This is an optimization exercise on Yosys and OpenROAD, whose aim is small area, a short achievable clock period and few clock cycles per item, not a production implementation. Power is estimated from default activity; no workload was simulated.

==> job 7918 <==
==> flow/design.v (excerpt) <==
module clear_ram_top (
    input  logic       CLK,
    input  logic       RST_N,
    input  logic       EN,
    input  logic       WE,
    input  logic [7:0] ADDR,
    input  logic [9:0] Din,
    input  logic       CLR,
    output logic [9:0] Dout,
    output logic       DVALID,
    output logic       ERR,
    output logic       BUSY,
    output logic       DBG_STATE
);
==> module clear_ram, before the edit <==
module clear_ram #(
    parameter int                    ADDR_WIDTH    = 8,
    parameter int                    DATA_WIDTH    = 10,
    parameter int                    MEM_SIZE      = 256,
    parameter logic [DATA_WIDTH-1:0] CLR_VALUE     = '0,
    parameter bit                    INIT_ON_RESET = 1'b1
) (
    input  logic                  CLK,
    input  logic                  RST_N,
    input  logic                  EN,
    input  logic                  WE,
    input  logic [ADDR_WIDTH-1:0] ADDR,
    input  logic [DATA_WIDTH-1:0] Din,
    input  logic                  CLR,
    output logic [DATA_WIDTH-1:0] Dout,
    output logic                  DVALID,
    output logic                  ERR,
    output logic                  BUSY,
    output logic                  DBG_STATE
);
    logic [DATA_WIDTH-1:0] mem [0:MEM_SIZE-1];
    logic                  busy_q;
    logic                  idle_q;
    logic                  clr_q;
    logic                  idle;
    logic                  clr_all;
    logic                  addr_ok;
    logic                  wr_fire;
    logic                  rd_fire;
    logic                  err_fire;
    logic [DATA_WIDTH-1:0] wdata;
    localparam int NLEAF = 1 << ADDR_WIDTH;
    function automatic int node_depth(input int n);
        int d;
        d = 0;
        for (int k = 1; k < 31; k++) if ((n >> k) != 0) d = k;
        node_depth = d;
    endfunction
    logic [2*NLEAF-1:1][DATA_WIDTH-1:0] node;
    always_ff @(posedge CLK or negedge RST_N) begin
        if (!RST_N) begin
            idle_q <= !INIT_ON_RESET;
            clr_q  <= INIT_ON_RESET;
        end else begin
            idle_q <= !idle_q || !CLR;
            clr_q  <= !clr_q && CLR;
        end
    end
    assign busy_q    = !idle_q;
    assign BUSY      = busy_q;
    assign DBG_STATE = busy_q;
    assign addr_ok  = (ADDR < ADDR_WIDTH'(MEM_SIZE));
    assign idle     = !busy_q && !CLR;
    assign clr_all  = clr_q;
    assign wr_fire  = idle && EN && WE;
    assign rd_fire  = idle && EN && !WE;
    assign err_fire = idle && EN && !addr_ok;
    assign wdata    = clr_all ? CLR_VALUE : Din;
    always_ff @(posedge CLK) begin
        for (int i = 0; i < MEM_SIZE; i++) begin
            if (clr_all || (wr_fire && ADDR == ADDR_WIDTH'(i))) mem[i] <= wdata;
        end
    end
    for (genvar a = 0; a < NLEAF; a++) begin : g_leaf
        if (a < MEM_SIZE) begin : g_word
            assign node[NLEAF + a] = mem[a];
        end else begin : g_none
            assign node[NLEAF + a] = '0;
        end
    end
    for (genvar n = 1; n < NLEAF; n++) begin : g_node
        assign node[n] = ADDR[ADDR_WIDTH - 1 - node_depth(n)] ? node[2*n + 1] : node[2*n];
    end
    always_ff @(posedge CLK or negedge RST_N) begin
        if (!RST_N) begin
            Dout   <= '0;
            DVALID <= 1'b0;
            ERR    <= 1'b0;
        end else begin
            DVALID <= rd_fire;
            ERR    <= err_fire;
            if (rd_fire) Dout <= node[1];
        end
    end
endmodule
export LEC_CHECK = 0
export CAP_MARGIN = 20
export CORE_MARGIN = 2
export CORE_UTILIZATION = 62
export CTS_CLUSTER_DIAMETER = 70
export CTS_CLUSTER_SIZE = 20
export PLACE_DENSITY = 0.76
export SETUP_SLACK_MARGIN = 2.4
export SLEW_MARGIN = 20
export TNS_END_PERCENT = 10
create_clock -name core_clock -period 4.5 [get_ports {CLK}]
run.sh (not shown) runs the stock make flow with config.mk's settings and CLKGATE_MAP_FILE= SYNTH_SCRIPT=/design/flow/synth_recipe.tcl, a recipe that flattens the netlist after the stock synthesis.
==> inputs of job 3017, as changes to job 7918 <==
--- a/flow/design.v
+++ b/flow/design.v
@@ -21,6 +21,4 @@
     logic [DATA_WIDTH-1:0] mem [0:MEM_SIZE-1];
     logic                  busy_q;
-    logic                  idle_q;
-    logic                  clr_q;
     logic                  idle;
     logic                  clr_all;
@@ -31,26 +29,14 @@
     logic [DATA_WIDTH-1:0] wdata;
     localparam int NLEAF = 1 << ADDR_WIDTH;
-    function automatic int node_depth(input int n);
-        int d;
-        d = 0;
-        for (int k = 1; k < 31; k++) if ((n >> k) != 0) d = k;
-        node_depth = d;
-    endfunction
     logic [2*NLEAF-1:1][DATA_WIDTH-1:0] node;
     always_ff @(posedge CLK or negedge RST_N) begin
-        if (!RST_N) begin
-            idle_q <= !INIT_ON_RESET;
-            clr_q  <= INIT_ON_RESET;
-        end else begin
-            idle_q <= !idle_q || !CLR;
-            clr_q  <= !clr_q && CLR;
-        end
+        if (!RST_N) busy_q <= INIT_ON_RESET;
+        else        busy_q <= 1'b0;
     end
-    assign busy_q    = !idle_q;
     assign BUSY      = busy_q;
     assign DBG_STATE = busy_q;
     assign addr_ok  = (ADDR < ADDR_WIDTH'(MEM_SIZE));
     assign idle     = !busy_q && !CLR;
-    assign clr_all  = clr_q;
+    assign clr_all  = busy_q || CLR;
     assign wr_fire  = idle && EN && WE;
     assign rd_fire  = idle && EN && !WE;
@@ -70,5 +56,5 @@
     end
     for (genvar n = 1; n < NLEAF; n++) begin : g_node
-        assign node[n] = ADDR[ADDR_WIDTH - 1 - node_depth(n)] ? node[2*n + 1] : node[2*n];
+        assign node[n] = ADDR[ADDR_WIDTH - $clog2(n + 1)] ? node[2*n + 1] : node[2*n];
     end
     always_ff @(posedge CLK or negedge RST_N) begin
==> flow/config.mk (replaced) <==
export PLATFORM = sky130hd
export DESIGN_NAME = clear_ram_top
export DESIGN_NICKNAME = clear_ram_top
export VERILOG_FILES = /design/flow/design.v
export SDC_FILE = /design/flow/constraint.sdc
export NUM_CORES = 4
export LEC_CHECK = 0
export CAP_MARGIN = 20
export CORE_MARGIN = 2
export CORE_UTILIZATION = 40
export SETUP_SLACK_MARGIN = 2.0
export SLEW_MARGIN = 20
export TNS_END_PERCENT = 20
==> inputs of job 9962, as changes to job 7918 <==
==> flow/design.v (replaced) <==
module clear_ram #(
    parameter int                    ADDR_WIDTH    = 8,
    parameter int                    DATA_WIDTH    = 10,
    parameter int                    MEM_SIZE      = 256,
    parameter logic [DATA_WIDTH-1:0] CLR_VALUE     = '0,
    parameter bit                    INIT_ON_RESET = 1'b1
) (
    input  logic                  CLK,
    input  logic                  RST_N,
    input  logic                  EN,
    input  logic                  WE,
    input  logic [ADDR_WIDTH-1:0] ADDR,
    input  logic [DATA_WIDTH-1:0] Din,
    input  logic                  CLR,
    output logic [DATA_WIDTH-1:0] Dout,
    output logic                  DVALID,
    output logic                  ERR,
    output logic                  BUSY,
    output logic                  DBG_STATE
);
    typedef enum logic {
        S_IDLE  = 1'b0,
        S_CLEAR = 1'b1
    } state_t;
    localparam logic [ADDR_WIDTH:0]   MEM_SIZE_W  = (ADDR_WIDTH+1)'(MEM_SIZE);
    localparam logic [ADDR_WIDTH-1:0] CNT_LAST    = ADDR_WIDTH'(MEM_SIZE - 1);
    localparam logic                  RESET_STATE = INIT_ON_RESET ? S_CLEAR : S_IDLE;
    logic [DATA_WIDTH-1:0] mem [0:MEM_SIZE-1];
    state_t                state;
    state_t                state_nxt;
    logic [ADDR_WIDTH-1:0] cnt;
    logic [ADDR_WIDTH-1:0] cnt_nxt;
    logic                  addr_ok;
    logic                  mem_we;
    logic [ADDR_WIDTH-1:0] mem_waddr;
    logic [DATA_WIDTH-1:0] mem_wdata;
    logic                  rd_fire;
    logic                  err_fire;
    assign addr_ok   = ({1'b0, ADDR} < MEM_SIZE_W);
    assign BUSY      = (state == S_CLEAR);
    assign DBG_STATE = state;
    always_ff @(posedge CLK or negedge RST_N) begin
        if (!RST_N) begin
            state <= state_t'(RESET_STATE);
            cnt   <= '0;
        end else begin
            state <= state_nxt;
            cnt   <= cnt_nxt;
        end
    end
    always_comb begin
        state_nxt = state;
        cnt_nxt   = cnt;
        mem_we    = 1'b0;
        mem_waddr = cnt;
        mem_wdata = CLR_VALUE;
        rd_fire   = 1'b0;
        err_fire  = 1'b0;
        case (state)
            S_CLEAR: begin
                mem_we = 1'b1;
                if (cnt == CNT_LAST) begin
                    state_nxt = S_IDLE;
                    cnt_nxt   = '0;
                end else begin
                    cnt_nxt = cnt + 1'b1;
                end
            end
            default: begin
                if (CLR) begin
                    state_nxt = S_CLEAR;
                    cnt_nxt   = '0;
                end else if (EN) begin
                    if (addr_ok) begin
                        if (WE) begin
                            mem_we    = 1'b1;
                            mem_waddr = ADDR;
                            mem_wdata = Din;
                        end else begin
                            rd_fire = 1'b1;
                        end
                    end else begin
                        err_fire = 1'b1;
                        rd_fire  = !WE;
                    end
                end
            end
        endcase
    end
    always_ff @(posedge CLK) begin
        if (mem_we) begin
            mem[mem_waddr] <= mem_wdata;
        end
    end
    always_ff @(posedge CLK or negedge RST_N) begin
        if (!RST_N) begin
            Dout   <= '0;
            DVALID <= 1'b0;
            ERR    <= 1'b0;
        end else begin
            DVALID <= rd_fire;
            ERR    <= err_fire;
            if (rd_fire) begin
                Dout <= addr_ok ? mem[ADDR] : '0;
            end
        end
    end
endmodule
module clear_ram_top (
    input  logic       CLK,
    input  logic       RST_N,
    input  logic       EN,
    input  logic       WE,
    input  logic [7:0] ADDR,
    input  logic [9:0] Din,
    input  logic       CLR,
    output logic [9:0] Dout,
    output logic       DVALID,
    output logic       ERR,
    output logic       BUSY,
    output logic       DBG_STATE
);
    clear_ram #(
        .ADDR_WIDTH   (8),
        .DATA_WIDTH   (10),
        .MEM_SIZE     (200),
        .CLR_VALUE    (10'h000),
        .INIT_ON_RESET(1'b1)
    ) u_ram (
        .CLK      (CLK),
        .RST_N    (RST_N),
        .EN       (EN),
        .WE       (WE),
        .ADDR     (ADDR),
        .Din      (Din),
        .CLR      (CLR),
        .Dout     (Dout),
        .DVALID   (DVALID),
        .ERR      (ERR),
        .BUSY     (BUSY),
        .DBG_STATE(DBG_STATE)
    );
endmodule
==> flow/config.mk (replaced) <==
export PLATFORM = sky130hd
export DESIGN_NAME = clear_ram_top
export DESIGN_NICKNAME = clear_ram_top
export VERILOG_FILES = /design/flow/design.v
export SDC_FILE = /design/flow/constraint.sdc
export NUM_CORES = 4
export LEC_CHECK = 0
export CAP_MARGIN = 20
export CORE_MARGIN = 2
export CORE_UTILIZATION = 40
export SLEW_MARGIN = 20
==> summary.md <==
| Metric | Value |
|---|---|
| Initial Util | `0.4019` |
| Post-synthesis cell area | `~80000 um2` |
| Commonest non-fill, non-tap cells in the layout | `edfxtp_1 (2000), mux4_2 (298), mux2i_1 (278)` |
| GP Congestion | `a little under 1` |
| Switching share of power | `0.2088` |
| Worst path required time | `about 5.0 ns` |
| Status | `finished clean` |
| Seq. pwr | `~0.020 W` |
| Final Hold Slack | `approximately 0.47 ns` |
| Seq/total area | `0.6588` |
| Seq cells | `about 2000` |
| Detailed placement HPWL | `145300 um` |
| Initial antenna violation count | `5` |
Source of the figures above: job 9962

==> summary.md <==
| Metric | Value |
|---|---|
| Seq cells | `2013` |
| Commonest non-fill, non-tap cells in the layout | `edfxtp_1 (2000), mux4_2 (431), buf_4 (291)` |
| Initial Util | `0.4016` |
| GP Congestion | `just over 0.9` |
| Switching share of power | `0.2240` |
| Seq/total area | `0.6597` |
| Status | `finished clean` |
| Final Hold Slack | `0.5334 ns` |
| Worst path required time | `5.26 ns` |
| Seq. pwr | `~0.022 W` |
| Detailed placement HPWL | `roughly 130000 um` |
| Post-synthesis cell area | `just under 80000 um2` |
| Post-Synth Simple-Gate Area | `0.01383` |
Source of the figures above: job 3017

==> summary.md <==
| Metric | Value |
|---|---|
| Seq cells | `2014` |
| Worst path required time | `a little over 5 ns` |
| Initial antenna violation count | `6` |
| Switching share of power | `0.2309` |
| Commonest non-fill, non-tap cells in the layout | `edfxtp_1 (2000), mux4_2 (462), mux2i_1 (208)` |
| Seq/total area | `0.6657` |
| Post-synthesis cell area | `79010 um2` |
| Status | `finished clean` |
| Detailed placement HPWL | `between 100000 and 150000 um` |
| Initial Util | `0.6267` |
| GP Congestion | `0.9024` |
Source of the figures above: job 7918

No functional check of the RTL was part of any run of this note.

-- static timing again, ports no longer ideal --
How much do the figures lean on ideal ports? The routed layouts below were timed once more, with nothing changed but the port constraints.
Step 1 sets driving cells, clkbuf_16 on the clock port and buf_2 on the other inputs (assumed; they add their load-dependent delay and slew).
Step 2, shift: input delay + t, output delay - t, t = (earliest + latest rising clock arrival at the registers) / 2. This alone moves slack from input paths to output paths.
Slacks: ideal ports / drivers / drivers and shift; pairs: ideal ports / drivers.
run	t, ns	setup slack, ns	worst setup path at the end	clock arrival spread, ns	slew at the worst register clock pin (ns)
job 7918	0.837	1.639 / 1.420 / 0.582	input to register	0.032 / 0.033	0.09 / 0.09
job 3017	0.913	1.891 / 1.800 / 0.887	input to register	0.048 / 0.049	0.07 / 0.07
job 9962	0.924	0.843 / 0.918 / -0.006	input to register	0.040 / 0.040	0.07 / 0.07
Met with ideal ports but missed after step 2: setup timing in job 9962. For job 7918, which loses most, drivers alone change the setup slack by -0.219 ns; drivers and shift together by -1.057 ns.
